This design comes from an exercise in tuning for small area, a short achievable clock period and few clock cycles per item on the open sky130 flow, not from production work.
At most, simulation tests tie the RTL to the original design; equivalence was not proved.

the previous run:
==> flow/design.v <==
`default_nettype none
package rms_pkg;
	function automatic logic [6:0] seg_of_nibble(input logic [3:0] nibble);
		logic [6:0] seg;
		case (nibble)
			4'h0: seg = 7'h40;
			4'h1: seg = 7'h79;
			4'h2: seg = 7'h24;
			4'h3: seg = 7'h30;
			4'h4: seg = 7'h19;
			4'h5: seg = 7'h12;
			4'h6: seg = 7'h02;
			4'h7: seg = 7'h78;
			4'h8: seg = 7'h00;
			4'h9: seg = 7'h10;
			4'ha: seg = 7'h08;
			4'hb: seg = 7'h03;
			4'hc: seg = 7'h46;
			4'hd: seg = 7'h21;
			4'he: seg = 7'h06;
			default: seg = 7'h0e;
		endcase
		seg_of_nibble = seg;
	endfunction
endpackage
`default_nettype wire
`default_nettype none
module rms_top
(
	input  logic        CLOCK_50,
	input  logic        rst_n,
	input  logic        src_empty,
	input  logic [31:0] src_readdata,
	input  logic        snk_full,
	output logic        src_read,
	output logic        snk_write,
	output logic [31:0] snk_writedata,
	output logic [6:0]  hex0,
	output logic [6:0]  hex1,
	output logic [6:0]  hex2,
	output logic [6:0]  hex3,
	output logic [6:0]  hex4,
	output logic [6:0]  hex5
);
	localparam logic [14:0] BND = 15'b101_0101_0101_0010;
	logic        run_q;
	logic        pend_q;
	logic        vsk_q;
	logic [15:0] xs_q;
	logic        va_q;
	logic [15:0] xa_q;
	logic        vq_q;
	logic [31:0] sq_q;
	logic [34:0] s_q;
	logic        vs_q;
	logic [2:0]  ks_q;
	logic [2:0]  wcnt_q;
	logic        ov_q;
	logic [15:0] out_q;
	logic [3:0]  pos_q;
	logic        adv;
	logic [15:0] sqh;
	logic [15:0] sql;
	logic [15:0] sqm;
	logic [15:0] sqm_q;
	logic [34:0] s_new;
	assign adv = !ov_q || !snk_full;
	assign snk_write = ov_q && !snk_full;
	assign src_read = run_q && !src_empty && !vsk_q && adv;
	assign snk_writedata = {16'h0000, out_q};
	always_ff @(posedge CLOCK_50 or negedge rst_n)
	begin
		if (!rst_n)
		begin
			run_q <= 1'b0;
			pend_q <= 1'b0;
			vsk_q <= 1'b0;
			va_q <= 1'b0;
			vq_q <= 1'b0;
			vs_q <= 1'b0;
			wcnt_q <= '0;
		end
		else
		begin
			run_q <= 1'b1;
			pend_q <= src_read;
			if (adv)
			begin
				va_q <= pend_q || vsk_q;
				vsk_q <= 1'b0;
				vq_q <= va_q;
				vs_q <= vq_q;
				if (vq_q)
					wcnt_q <= wcnt_q + 3'd1;
			end
			else if (pend_q)
				vsk_q <= 1'b1;
		end
	end
	assign sqh =
		({16{xa_q[15:8][0]}} & (((16'(xa_q[15:8]) >> 1) << 2) | (16'd1 << 0))) +
		({16{xa_q[15:8][1]}} & (((16'(xa_q[15:8]) >> 2) << 4) | (16'd1 << 2))) +
		({16{xa_q[15:8][2]}} & (((16'(xa_q[15:8]) >> 3) << 6) | (16'd1 << 4))) +
		({16{xa_q[15:8][3]}} & (((16'(xa_q[15:8]) >> 4) << 8) | (16'd1 << 6))) +
		({16{xa_q[15:8][4]}} & (((16'(xa_q[15:8]) >> 5) << 10) | (16'd1 << 8))) +
		({16{xa_q[15:8][5]}} & (((16'(xa_q[15:8]) >> 6) << 12) | (16'd1 << 10))) +
		({16{xa_q[15:8][6]}} & (((16'(xa_q[15:8]) >> 7) << 14) | (16'd1 << 12))) +
		({16{xa_q[15:8][7]}} & (((16'(xa_q[15:8]) >> 8) << 16) | (16'd1 << 14)));
	assign sql =
		({16{xa_q[7:0][0]}} & (((16'(xa_q[7:0]) >> 1) << 2) | (16'd1 << 0))) +
		({16{xa_q[7:0][1]}} & (((16'(xa_q[7:0]) >> 2) << 4) | (16'd1 << 2))) +
		({16{xa_q[7:0][2]}} & (((16'(xa_q[7:0]) >> 3) << 6) | (16'd1 << 4))) +
		({16{xa_q[7:0][3]}} & (((16'(xa_q[7:0]) >> 4) << 8) | (16'd1 << 6))) +
		({16{xa_q[7:0][4]}} & (((16'(xa_q[7:0]) >> 5) << 10) | (16'd1 << 8))) +
		({16{xa_q[7:0][5]}} & (((16'(xa_q[7:0]) >> 6) << 12) | (16'd1 << 10))) +
		({16{xa_q[7:0][6]}} & (((16'(xa_q[7:0]) >> 7) << 14) | (16'd1 << 12))) +
		({16{xa_q[7:0][7]}} & (((16'(xa_q[7:0]) >> 8) << 16) | (16'd1 << 14)));
	assign sqm =
		({16{xa_q[8]}} & (16'(xa_q[7:0]) << 0)) +
		({16{xa_q[9]}} & (16'(xa_q[7:0]) << 1)) +
		({16{xa_q[10]}} & (16'(xa_q[7:0]) << 2)) +
		({16{xa_q[11]}} & (16'(xa_q[7:0]) << 3)) +
		({16{xa_q[12]}} & (16'(xa_q[7:0]) << 4)) +
		({16{xa_q[13]}} & (16'(xa_q[7:0]) << 5)) +
		({16{xa_q[14]}} & (16'(xa_q[7:0]) << 6)) +
		({16{xa_q[15]}} & (16'(xa_q[7:0]) << 7));
	assign s_new = ((wcnt_q == 3'd0) ? 35'd0 : s_q) + 35'(sq_q) + (35'(sqm_q) << 9);
	always_ff @(posedge CLOCK_50)
	begin
		if (pend_q && !adv)
			xs_q <= src_readdata[15:0];
		if (adv)
		begin
			xa_q <= pend_q ? src_readdata[15:0] : xs_q;
			sq_q <= {sqh, sql};
			sqm_q <= sqm;
			if (vq_q)
			begin
				s_q <= s_new;
				ks_q <= wcnt_q;
			end
		end
	end
	function automatic logic [3:0] dstep(input logic [2:0] r, input logic b, input logic [1:0] mm);
		logic q;
		logic [2:0] n;
		logic c1;
		logic c2;
		c1 = !mm[0];
		c2 = !mm[1];
		case (mm)
			2'd0: q = b;
			2'd1: q = r[1] | (r[0] & b);
			2'd2: q = r[2] | (r[1] & (r[0] | b));
			default: q = r[2] | (r[1] & r[0] & b);
		endcase
		n[0] = b ^ q;
		n[1] = r[0] ^ (q & (c1 ^ b));
		n[2] = r[1] ^ (q & (c2 ^ ((r[0] & c1) | (r[0] & b) | (c1 & b))));
		dstep = {q, n};
	endfunction
	logic [15:0][17:0] rem_i;
	logic [15:0][15:0] r_i;
	logic [15:0][2:0]  dr_i;
	logic [15:0][31:0] qs_i;
	logic [15:0][1:0]  mm_i;
	logic [15:0]       v_i;
	logic [15:0][17:0] rem_o;
	logic [15:0][15:0] r_o;
	logic [15:0][2:0]  dr_o;
	logic [15:0][31:0] qs_o;
	logic [34:0] sh;
	logic [1:0]  mm0;
	always_comb
	begin
		case (ks_q)
			3'd0: begin sh = s_q;       mm0 = 2'd0; end
			3'd1: begin sh = s_q >> 1;  mm0 = 2'd0; end
			3'd2: begin sh = s_q;       mm0 = 2'd1; end
			3'd3: begin sh = s_q >> 2;  mm0 = 2'd0; end
			3'd4: begin sh = s_q;       mm0 = 2'd2; end
			3'd5: begin sh = s_q >> 1;  mm0 = 2'd1; end
			3'd6: begin sh = s_q;       mm0 = 2'd3; end
			default: begin sh = s_q >> 3; mm0 = 2'd0; end
		endcase
	end
	for (genvar j = 0; j < 16; j++)
	begin : g_step
		if (j == 0)
		begin : g_src
			logic [3:0] a1;
			logic [3:0] a2;
			assign a1 = dstep(sh[34:32], sh[31], mm0);
			assign a2 = dstep(a1[2:0], sh[30], mm0);
			assign rem_i[j] = '0;
			assign r_i[j] = '0;
			assign dr_i[j] = a2[2:0];
			assign qs_i[j] = {a1[3], a2[3], sh[29:0]};
			assign mm_i[j] = mm0;
			assign v_i[j] = vs_q;
		end
		else if (BND[j-1])
		begin : g_reg
			logic [17:0] rem_q;
			logic [15:0] r_q;
			logic [2:0]  dr_q;
			logic [31:0] qs_q;
			logic [1:0]  mm_q;
			logic        v_q;
			always_ff @(posedge CLOCK_50)
			begin
				if (adv)
				begin
					rem_q <= rem_o[j-1];
					r_q <= r_o[j-1];
					dr_q <= dr_o[j-1];
					qs_q <= qs_o[j-1] & (32'hffffffff >> (2 * j));
					mm_q <= mm_i[j-1];
				end
			end
			always_ff @(posedge CLOCK_50 or negedge rst_n)
			begin
				if (!rst_n)
					v_q <= 1'b0;
				else if (adv)
					v_q <= v_i[j-1];
			end
			assign rem_i[j] = rem_q;
			assign r_i[j] = r_q;
			assign dr_i[j] = dr_q;
			assign qs_i[j] = qs_q;
			assign mm_i[j] = mm_q;
			assign v_i[j] = v_q;
		end
		else
		begin : g_pass
			assign rem_i[j] = rem_o[j-1];
			assign r_i[j] = r_o[j-1];
			assign dr_i[j] = dr_o[j-1];
			assign qs_i[j] = qs_o[j-1];
			assign mm_i[j] = mm_i[j-1];
			assign v_i[j] = v_i[j-1];
		end
		if (j < 15)
		begin : g_div
			logic [3:0] b1;
			logic [3:0] b2;
			assign b1 = dstep(dr_i[j], qs_i[j][29-2*j], mm_i[j]);
			assign b2 = dstep(b1[2:0], qs_i[j][28-2*j], mm_i[j]);
			assign dr_o[j] = b2[2:0];
			always_comb
			begin
				qs_o[j] = qs_i[j];
				qs_o[j][29-2*j] = b1[3];
				qs_o[j][28-2*j] = b2[3];
			end
		end
		else
		begin : g_nodiv
			assign dr_o[j] = '0;
			assign qs_o[j] = qs_i[j];
		end
		logic [j+2:0] rs;
		logic [j+1:0] tr;
		logic [j+3:0] diff;
		logic         t;
		assign rs = {rem_i[j][j:0], qs_i[j][31-2*j -: 2]};
		if (j == 0)
		begin : g_t0
			assign tr = 2'b01;
		end
		else
		begin : g_tn
			assign tr = {r_i[j][j-1:0], 2'b01};
		end
		assign diff = {1'b0, rs} - {2'b00, tr};
		assign t = !diff[j+3];
		assign rem_o[j] = 18'(t ? diff[j+1:0] : rs[j+1:0]);
		assign r_o[j] = 16'({r_i[j][14:0], t});
	end
	always_ff @(posedge CLOCK_50 or negedge rst_n)
	begin
		if (!rst_n)
		begin
			ov_q <= 1'b0;
			out_q <= '0;
			pos_q <= '0;
		end
		else if (adv)
		begin
			ov_q <= v_i[15];
			if (v_i[15])
			begin
				out_q <= r_o[15];
				pos_q <= (pos_q[2:0] == 3'd0) ? 4'd1 : pos_q + 4'd1;
			end
		end
	end
	assign hex0 = rms_pkg::seg_of_nibble(out_q[3:0]);
	assign hex1 = rms_pkg::seg_of_nibble(out_q[7:4]);
	assign hex2 = rms_pkg::seg_of_nibble(out_q[11:8]);
	assign hex3 = rms_pkg::seg_of_nibble(out_q[15:12]);
	assign hex4 = rms_pkg::seg_of_nibble(pos_q);
	assign hex5 = rms_pkg::seg_of_nibble(4'h0);
endmodule
`default_nettype wire
==> flow/config.mk <==
export PLATFORM = sky130hd
export DESIGN_NAME = rms_top
export DESIGN_NICKNAME = rms_top
export VERILOG_FILES = /design/flow/design.v
export SDC_FILE = /design/flow/constraint.sdc
export NUM_CORES = 4
export LEC_CHECK = 0
export ABC_AREA = 1
export CAP_MARGIN = 20
export CORE_MARGIN = 2
export CORE_UTILIZATION = 40
export SETUP_SLACK_MARGIN = 5
export SLEW_MARGIN = 20
==> flow/constraint.sdc <==
create_clock -name core_clock -period 10.0 [get_ports {CLOCK_50}]
set_input_delay 2.0000 -clock core_clock [delete_from_list [all_inputs] [get_ports {CLOCK_50}]]
set_output_delay 2.0000 -clock core_clock [all_outputs]
set_load 0.01 [all_outputs]
run.sh (not shown) runs the stock make flow with config.mk's settings and CLKGATE_MAP_FILE= SYNTH_SCRIPT=/design/flow/synth_recipe.tcl, a recipe that flattens the netlist after the stock synthesis.
Having completed the whole flow, the previous run delivered a layout that passed the timing, DRC and antenna checks.
Input changes introduced in the current run (baseline for comparison: the previous run):
diff --git a/flow/design.v b/flow/design.v
--- a/flow/design.v
+++ b/flow/design.v
@@ -59,10 +59,7 @@
 	logic [15:0] out_q;
 	logic [3:0]  pos_q;
 	logic        adv;
-	logic [15:0] sqh;
-	logic [15:0] sql;
-	logic [15:0] sqm;
-	logic [15:0] sqm_q;
+	logic [31:0] sq;
 	logic [34:0] s_new;
 	assign adv = !ov_q || !snk_full;
 	assign snk_write = ov_q && !snk_full;
@@ -97,34 +94,24 @@
 				vsk_q <= 1'b1;
 		end
 	end
-	assign sqh =
-		({16{xa_q[15:8][0]}} & (((16'(xa_q[15:8]) >> 1) << 2) | (16'd1 << 0))) +
-		({16{xa_q[15:8][1]}} & (((16'(xa_q[15:8]) >> 2) << 4) | (16'd1 << 2))) +
-		({16{xa_q[15:8][2]}} & (((16'(xa_q[15:8]) >> 3) << 6) | (16'd1 << 4))) +
-		({16{xa_q[15:8][3]}} & (((16'(xa_q[15:8]) >> 4) << 8) | (16'd1 << 6))) +
-		({16{xa_q[15:8][4]}} & (((16'(xa_q[15:8]) >> 5) << 10) | (16'd1 << 8))) +
-		({16{xa_q[15:8][5]}} & (((16'(xa_q[15:8]) >> 6) << 12) | (16'd1 << 10))) +
-		({16{xa_q[15:8][6]}} & (((16'(xa_q[15:8]) >> 7) << 14) | (16'd1 << 12))) +
-		({16{xa_q[15:8][7]}} & (((16'(xa_q[15:8]) >> 8) << 16) | (16'd1 << 14)));
-	assign sql =
-		({16{xa_q[7:0][0]}} & (((16'(xa_q[7:0]) >> 1) << 2) | (16'd1 << 0))) +
-		({16{xa_q[7:0][1]}} & (((16'(xa_q[7:0]) >> 2) << 4) | (16'd1 << 2))) +
-		({16{xa_q[7:0][2]}} & (((16'(xa_q[7:0]) >> 3) << 6) | (16'd1 << 4))) +
-		({16{xa_q[7:0][3]}} & (((16'(xa_q[7:0]) >> 4) << 8) | (16'd1 << 6))) +
-		({16{xa_q[7:0][4]}} & (((16'(xa_q[7:0]) >> 5) << 10) | (16'd1 << 8))) +
-		({16{xa_q[7:0][5]}} & (((16'(xa_q[7:0]) >> 6) << 12) | (16'd1 << 10))) +
-		({16{xa_q[7:0][6]}} & (((16'(xa_q[7:0]) >> 7) << 14) | (16'd1 << 12))) +
-		({16{xa_q[7:0][7]}} & (((16'(xa_q[7:0]) >> 8) << 16) | (16'd1 << 14)));
-	assign sqm =
-		({16{xa_q[8]}} & (16'(xa_q[7:0]) << 0)) +
-		({16{xa_q[9]}} & (16'(xa_q[7:0]) << 1)) +
-		({16{xa_q[10]}} & (16'(xa_q[7:0]) << 2)) +
-		({16{xa_q[11]}} & (16'(xa_q[7:0]) << 3)) +
-		({16{xa_q[12]}} & (16'(xa_q[7:0]) << 4)) +
-		({16{xa_q[13]}} & (16'(xa_q[7:0]) << 5)) +
-		({16{xa_q[14]}} & (16'(xa_q[7:0]) << 6)) +
-		({16{xa_q[15]}} & (16'(xa_q[7:0]) << 7));
-	assign s_new = ((wcnt_q == 3'd0) ? 35'd0 : s_q) + 35'(sq_q) + (35'(sqm_q) << 9);
+	assign sq =
+		({32{xa_q[0]}} & (((32'(xa_q) >> 1) << 2) | (32'd1 << 0))) +
+		({32{xa_q[1]}} & (((32'(xa_q) >> 2) << 4) | (32'd1 << 2))) +
+		({32{xa_q[2]}} & (((32'(xa_q) >> 3) << 6) | (32'd1 << 4))) +
+		({32{xa_q[3]}} & (((32'(xa_q) >> 4) << 8) | (32'd1 << 6))) +
+		({32{xa_q[4]}} & (((32'(xa_q) >> 5) << 10) | (32'd1 << 8))) +
+		({32{xa_q[5]}} & (((32'(xa_q) >> 6) << 12) | (32'd1 << 10))) +
+		({32{xa_q[6]}} & (((32'(xa_q) >> 7) << 14) | (32'd1 << 12))) +
+		({32{xa_q[7]}} & (((32'(xa_q) >> 8) << 16) | (32'd1 << 14))) +
+		({32{xa_q[8]}} & (((32'(xa_q) >> 9) << 18) | (32'd1 << 16))) +
+		({32{xa_q[9]}} & (((32'(xa_q) >> 10) << 20) | (32'd1 << 18))) +
+		({32{xa_q[10]}} & (((32'(xa_q) >> 11) << 22) | (32'd1 << 20))) +
+		({32{xa_q[11]}} & (((32'(xa_q) >> 12) << 24) | (32'd1 << 22))) +
+		({32{xa_q[12]}} & (((32'(xa_q) >> 13) << 26) | (32'd1 << 24))) +
+		({32{xa_q[13]}} & (((32'(xa_q) >> 14) << 28) | (32'd1 << 26))) +
+		({32{xa_q[14]}} & (((32'(xa_q) >> 15) << 30) | (32'd1 << 28))) +
+		({32{xa_q[15]}} & (((32'(xa_q) >> 16) << 32) | (32'd1 << 30)));
+	assign s_new = ((wcnt_q == 3'd0) ? 35'd0 : s_q) + 35'(sq_q);
 	always_ff @(posedge CLOCK_50)
 	begin
 		if (pend_q && !adv)
@@ -132,8 +119,7 @@
 		if (adv)
 		begin
 			xa_q <= pend_q ? src_readdata[15:0] : xs_q;
-			sq_q <= {sqh, sql};
-			sqm_q <= sqm;
+			sq_q <= sq;
 			if (vq_q)
 			begin
 				s_q <= s_new;
--- outcome ---
- The current run vs. the previous run: maximum single-stage delay on the critical path went up by 230 ps, final-report hold violation count was more or less identical, count of mapped cells out of synthesis went down by 13, clock period minus final worst setup slack went up by 590 ps.
- Area overhead of the layout relative to synthesis (lower): the previous run
Testbench counts of the current run, summed over its fixed seeds: cycles 4,192, items 4,096.
Function not checked in the previous run: the RTL went through the layout flow alone.

[port drivers added, routing unchanged]
No port has a modelled driver above. Below, the same layouts with a new extraction and two added sets of constraints.
Step 1 (the two cells are an assumption about what drives the block):
set clk [get_ports {CLOCK_50}]
set_driving_cell -lib_cell sky130_fd_sc_hd__clkbuf_16 $clk
set_driving_cell -lib_cell sky130_fd_sc_hd__buf_2 [delete_from_list [all_inputs] $clk]
Step 2 times the ports against the registers' clock, not the clock port: input delays grow and output delays shrink by t, the midpoint of the rising clock arrivals with the driver on.
Slacks: ideal / step 1 / step 2; pairs: ideal / step 1.
| run | shift t [ns] | setup WS [ns] | worst hold slack (ns) | worst data-port slew with drivers (ns) |
|---|---|---|---|---|
| the previous run | 0.637 | 5.106 / 5.083 / 5.083 | 0.414 / 0.414 / 0.414 | 0.04 |
| the current run | 0.642 | 4.513 / 4.513 / 4.513 | 0.416 / 0.416 / 0.416 | 0.03 |
After both steps every run listed still meets setup and hold. For the previous run, which loses most, drivers alone change the setup slack by -0.023 ns; drivers and shift together by -0.023 ns.
